Background: an optimization exercise with open tools, aiming at small area and a short achievable clock period. Do not read the settings as production practice.
Where RTL was checked, it was by simulation tests only, not by an equivalence proof against the original.
Power is estimated from default activity; no workload was simulated.

## try-harbor
// fft_frame_buffer
module fft_frame_buffer #(
  parameter int unsigned DATA_W = 16,
  parameter int unsigned N_LOG2 = 6
) (
  input  logic              clk,
  input  logic              rst,
  input  logic [DATA_W-1:0] sample_in,
  input  logic              sample_valid,
  input  logic              frame_ready,
  output logic [DATA_W-1:0] dataOut,
  output logic              FFT_en,
  output logic              frame_start,
  output logic              overflow
);
For scale: ~3600 cells after synthesis, ~2300 flip-flops, roughly 39 I/O pins, about 57000 µm² of cells after synthesis.
Settings: LEC_CHECK=0, CAP_MARGIN=20, CORE_MARGIN=2, CORE_UTILIZATION=40, PLACE_DENSITY=0.6, SETUP_SLACK_MARGIN=2.0, SLEW_MARGIN=20; clock period 4.5 ns.
run.sh (not shown) runs the stock make flow with config.mk's settings and CLKGATE_MAP_FILE= SYNTH_SCRIPT=/design/flow/synth_recipe.tcl, a recipe that flattens the netlist after the stock synthesis.
[inputs] try-cedar vs try-harbor
- clearing SETUP_SLACK_MARGIN, which used to be 2.0
Notes after the runs:
Placed wire-length estimate (lower): try-cedar
On share of total power in combinational logic, try-cedar and try-harbor are basically level.
For try-cedar, the launch point of the critical path was t_q[0], unlike try-harbor, where it was t_q[1].
Diff try-harbor -> try-cedar | cell area after layout | decrease of 1900 µm²
Between try-cedar and try-harbor, it is try-cedar whose number of ordinary and repair buffers in the finished layout is lower, by 49%.
try-cedar: full flow OK, the timing, DRC and antenna checks passed
Of try-cedar and try-harbor, it is try-cedar that has the lower relative contribution of the clock network to total power.
No functional check of the RTL was part of any run of this note.

========
== run A ==
The RTL this note starts from:
==> flow/design.v <==
module fft_frame_buffer #(
  parameter int unsigned DATA_W = 16,
  parameter int unsigned N_LOG2 = 6
) (
  input  logic              clk,
  input  logic              rst,
  input  logic [DATA_W-1:0] sample_in,
  input  logic              sample_valid,
  input  logic              frame_ready,
  output logic [DATA_W-1:0] dataOut,
  output logic              FFT_en,
  output logic              frame_start,
  output logic              overflow
);
  localparam int unsigned N = 1 << N_LOG2;
  localparam int unsigned R = 8;    
  logic                state_q;
  logic [1:0]          full_q, full_d;
  logic                wr_bank_q, rd_bank_q;
  logic [N_LOG2-1:0]   wr_idx_q, rd_idx_q;
  logic                start_c, issue_c, last_c;
  logic                bank_free_c, accept_c, drop_c, wr_last_c;
  logic [DATA_W-1:0]   ring_q [2][R][R];    
  logic [DATA_W-1:0]   stg_q [R];           
  logic [2:0]          t_q;                 
  logic [2:0]          u_q, u1_q;
  logic                eq0_c, eq1_c;
  logic                ins_c [2][R];
  logic                odd_c;               
  logic                direct_q;            
  logic [R/2-1:0]      tp_q;                
  logic [2*R-1:0]      sel_q;               
  logic [N_LOG2-1:0]   ti_c;
  logic                tb_c;
  logic [DATA_W-1:0]   tap_c, dly_q;
  function automatic logic [2:0] rev3(input logic [2:0] a);
    rev3 = {a[0], a[1], a[2]};
  endfunction
  always_comb begin
    issue_c     = state_q;
    last_c      = state_q && (rd_idx_q == N_LOG2'(N - 1));
    start_c     = !state_q && full_q[rd_bank_q] && frame_ready;
    bank_free_c = !full_q[wr_bank_q] || (last_c && (rd_bank_q == wr_bank_q));
    accept_c    = sample_valid && bank_free_c;
    drop_c      = sample_valid && !bank_free_c;
    wr_last_c   = accept_c && (wr_idx_q == N_LOG2'(N - 1));
  end
  always_comb begin
    full_d = full_q;
    for (int b = 0; b < 2; b++) begin
      if (last_c && (rd_bank_q == 1'(b))) begin
        full_d[b] = 1'b0;
      end
      if (wr_last_c && (wr_bank_q == 1'(b))) begin
        full_d[b] = 1'b1;
      end
    end
  end
  always_ff @(posedge clk) begin
    if (rst) begin
      state_q   <= 1'b0;
      full_q    <= '0;
      wr_bank_q <= 1'b0;
      wr_idx_q  <= '0;
      rd_bank_q <= 1'b0;
      rd_idx_q  <= '0;
      overflow  <= 1'b0;
    end else begin
      full_q <= full_d;
      if (start_c) begin
        state_q <= 1'b1;
      end else if (last_c) begin
        state_q <= 1'b0;
      end
      if (accept_c) begin
        wr_idx_q <= wr_idx_q + N_LOG2'(1);
        if (wr_last_c) begin
          wr_bank_q <= ~wr_bank_q;
        end
      end
      if (drop_c) begin
        overflow <= 1'b1;
      end
      if (start_c) begin
        rd_idx_q <= '0;
      end else if (issue_c) begin
        rd_idx_q <= rd_idx_q + N_LOG2'(1);
      end
      if (last_c) begin
        rd_bank_q <= ~rd_bank_q;
      end
    end
  end
  always_ff @(posedge clk) begin
    for (int r = 0; r < R; r++) begin
      if (accept_c && (wr_idx_q[2:0] == 3'(r))) begin
        stg_q[r] <= sample_in;
      end
    end
  end
  always_ff @(posedge clk) begin
    t_q  <= t_q + 3'd1;
    u_q  <= rev3(t_q + 3'd2);
    u1_q <= rev3(t_q + 3'd2) + 3'd1;
  end
  always_comb begin
    eq0_c = (wr_idx_q[5:3] == u_q);
    eq1_c = (wr_idx_q[5:3] == u1_q);
    for (int r = 0; r < R; r++) begin
      logic older, dbank;
      older = (3'(r) >= wr_idx_q[2:0]);
      dbank = wr_bank_q ^ (older && (wr_idx_q[5:3] == 3'd0));
      for (int b = 0; b < 2; b++) begin
        ins_c[b][r] = (dbank == 1'(b)) && (older ? eq1_c : eq0_c);
      end
    end
  end
  always_ff @(posedge clk) begin
    for (int b = 0; b < 2; b++) begin
      for (int r = 0; r < R; r++) begin
        for (int p = 1; p < R; p++) begin
          ring_q[b][r][p] <= ring_q[b][r][p-1];
        end
        ring_q[b][r][0] <= ins_c[b][r] ? stg_q[r] : ring_q[b][r][R-1];
      end
    end
  end
  always_comb begin
    odd_c = t_q[0] ^ rd_idx_q[0];
    if (state_q && !last_c) begin
      ti_c = rd_idx_q + (odd_c ? N_LOG2'(2) : N_LOG2'(1));
    end else begin
      ti_c = '0;
    end
    tb_c = rd_bank_q ^ last_c;
  end
  always_ff @(posedge clk) begin
    logic [2:0] pn;
    logic       burst_next;
    pn         = (state_q && !last_c) ? t_q - rd_idx_q[2:0] : t_q + 3'd1;
    burst_next = start_c || (state_q && !last_c);
    for (int p = 0; p < R / 2; p++) begin
      tp_q[p] <= (pn[2:1] == 2'(p));
    end
    direct_q <= burst_next && !pn[0];
    for (int b = 0; b < 2; b++) begin
      for (int r = 0; r < R; r++) begin
        sel_q[b*R + r] <= (tb_c == 1'(b)) && (rev3(ti_c[5:3]) == 3'(r));
      end
    end
  end
  always_comb begin
    tap_c = '0;
    for (int p = 0; p < R / 2; p++) begin
      logic [DATA_W-1:0] x;
      x = '0;
      for (int b = 0; b < 2; b++) begin
        for (int r = 0; r < R; r++) begin
          x = x | (ring_q[b][r][2*p] & {DATA_W{sel_q[b*R + r]}});
        end
      end
      tap_c = tap_c | (x & {DATA_W{tp_q[p]}});
    end
  end
  always_ff @(posedge clk) begin
    dly_q   <= tap_c;
    dataOut <= direct_q ? tap_c : dly_q;
    if (rst) begin
      FFT_en      <= 1'b0;
      frame_start <= 1'b0;
    end else begin
      FFT_en      <= issue_c;
      frame_start <= issue_c && (rd_idx_q == '0);
    end
  end
endmodule
make LEC_CHECK=0 CAP_MARGIN=20 CORE_MARGIN=2 CORE_UTILIZATION=55 CTS_CLUSTER_DIAMETER=80 CTS_CLUSTER_SIZE=30 PLACE_DENSITY=0.7 SETUP_SLACK_MARGIN=2.2 SLEW_MARGIN=20 finish   # period 4.5 ns
## Diff of input files: run B against run A
Settings: swapping 55 for 40 in CORE_UTILIZATION; swapping 0.7 for 0.6 in PLACE_DENSITY.
Notes after the runs:
Lower clock group total power was reported by run A, not run B.
Cmp run B vs run A: worst setup slack higher in run B
Run B has completed all stages; timing, DRC and antenna checks passed.
Of run B and run A, the run reporting the higher met3 usage in global routing was run A.
Cell area came out higher on run B than on run A.
On final cell count: run B sits above run A.
Die area, run B vs run A: up by more than a quarter
For tightest hold margin, run B and run A come out practically identical.
Between run B and run A, inserted tap cell count is lower for run A, run B comes in above that.
No run of this note included a check of the RTL's function; only the layout flow was run.

========
Another version of the RTL of fft_frame_buffer (not shown whole).
Size: about 3600 cells after synthesis, about 39 I/O pins.
export LEC_CHECK = 0
export CAP_MARGIN = 20
export CORE_MARGIN = 2
export CORE_UTILIZATION = 55
export CTS_CLUSTER_DIAMETER = 80
export CTS_CLUSTER_SIZE = 30
export PLACE_DENSITY = 0.7
export SETUP_SLACK_MARGIN = 2.6
export SLEW_MARGIN = 20
export TNS_END_PERCENT = 10
create_clock -name core_clock -period 4.5 [get_ports {clk}]
The baseline completed without violations.
Change:
--- a/flow/config.mk
+++ b/flow/config.mk
@@ -11,6 +11,5 @@
 export CTS_CLUSTER_DIAMETER = 80
 export CTS_CLUSTER_SIZE = 30
-export PLACE_DENSITY = 0.7
+export PLACE_DENSITY = 0.65
 export SETUP_SLACK_MARGIN = 2.6
 export SLEW_MARGIN = 20
-export TNS_END_PERCENT = 10
Result:
- core utilization rose by 0.31 points
- register-to-register slack is better by 0.24 ns
- clock skew decreases by 0.020 ns
- global-route usage rose by 3.3 points
Change:
--- a/flow/config.mk
+++ b/flow/config.mk
@@ -11,5 +11,5 @@
 export CTS_CLUSTER_DIAMETER = 80
 export CTS_CLUSTER_SIZE = 30
-export PLACE_DENSITY = 0.65
+export PLACE_DENSITY = 0.85
 export SETUP_SLACK_MARGIN = 2.6
 export SLEW_MARGIN = 20
Result: Routed wire length climbs by a few percent. Count of clock-buffer cells in the layout climbs by 4. Final cell count is about the same. Non-clock buffer count drops by 11. Design area stays flat. Synthesized cell count stays the same. Sequential share of layout area drops by 0.15 points. Total power climbs slightly. Setup slack gets worse by 0.076 ns. Flip-flop and latch count does not change. Core utilization climbs by 0.13 points.
Change:
--- a/flow/config.mk
+++ b/flow/config.mk
@@ -11,5 +11,5 @@
 export CTS_CLUSTER_DIAMETER = 80
 export CTS_CLUSTER_SIZE = 30
-export PLACE_DENSITY = 0.85
+export PLACE_DENSITY = 0.8
 export SETUP_SLACK_MARGIN = 2.6
 export SLEW_MARGIN = 20
What happened:
- wire length decreases by a few percent
- cell area decreases slightly
- combinational power drops by roughly a tenth
- clock-buffer cell count goes down by 8
- register-to-register slack gains 0.16 ns
- final cell count stays flat
- clock skew came out lower by 0.0079 ns
- total power went down slightly

[static timing again, ports no longer ideal]
How much do the figures lean on ideal ports? The routed layouts below were timed once more, with nothing changed but the port constraints.
Step 1 (the two cells are an assumption about what drives the block):
set clk [get_ports {clk}]
set_driving_cell -lib_cell sky130_fd_sc_hd__clkbuf_16 $clk
set_driving_cell -lib_cell sky130_fd_sc_hd__buf_2 [delete_from_list [all_inputs] $clk]
Step 2, shift: input delay + t, output delay - t, t = (earliest + latest rising clock arrival at the registers) / 2. This alone moves slack from input paths to output paths.
Three values: ideal ports, drivers, drivers and shift; two values: the first two.
run	shift t [ns]	setup WS [ns]	slew at the worst register clock pin (ns)	pins driven straight from the clock port
try-harbor	0.876	1.835 / 1.835 / 1.654	0.07 / 0.07	1
try-cedar	0.878	0.978 / 0.978 / 0.978	0.07 / 0.07	1
run A	0.768	2.093 / 2.093 / 1.697	0.12 / 0.12	1
run B	0.797	2.204 / 2.193 / 1.742	0.11 / 0.11	1
the first run of note 3	0.748	2.397 / 2.330 / 1.988	0.12 / 0.12	1
the second run of note 3	0.767	2.394 / 2.321 / 2.206	0.11 / 0.11	1
the third run of note 3	0.766	2.318 / 2.318 / 2.059	0.12 / 0.12	1
the fourth run of note 3	0.732	2.470 / 2.407 / 2.177	0.12 / 0.12	1
After both steps every run listed still meets setup and hold. For run B, which loses most, drivers alone change the setup slack by -0.011 ns; drivers and shift together by -0.462 ns.
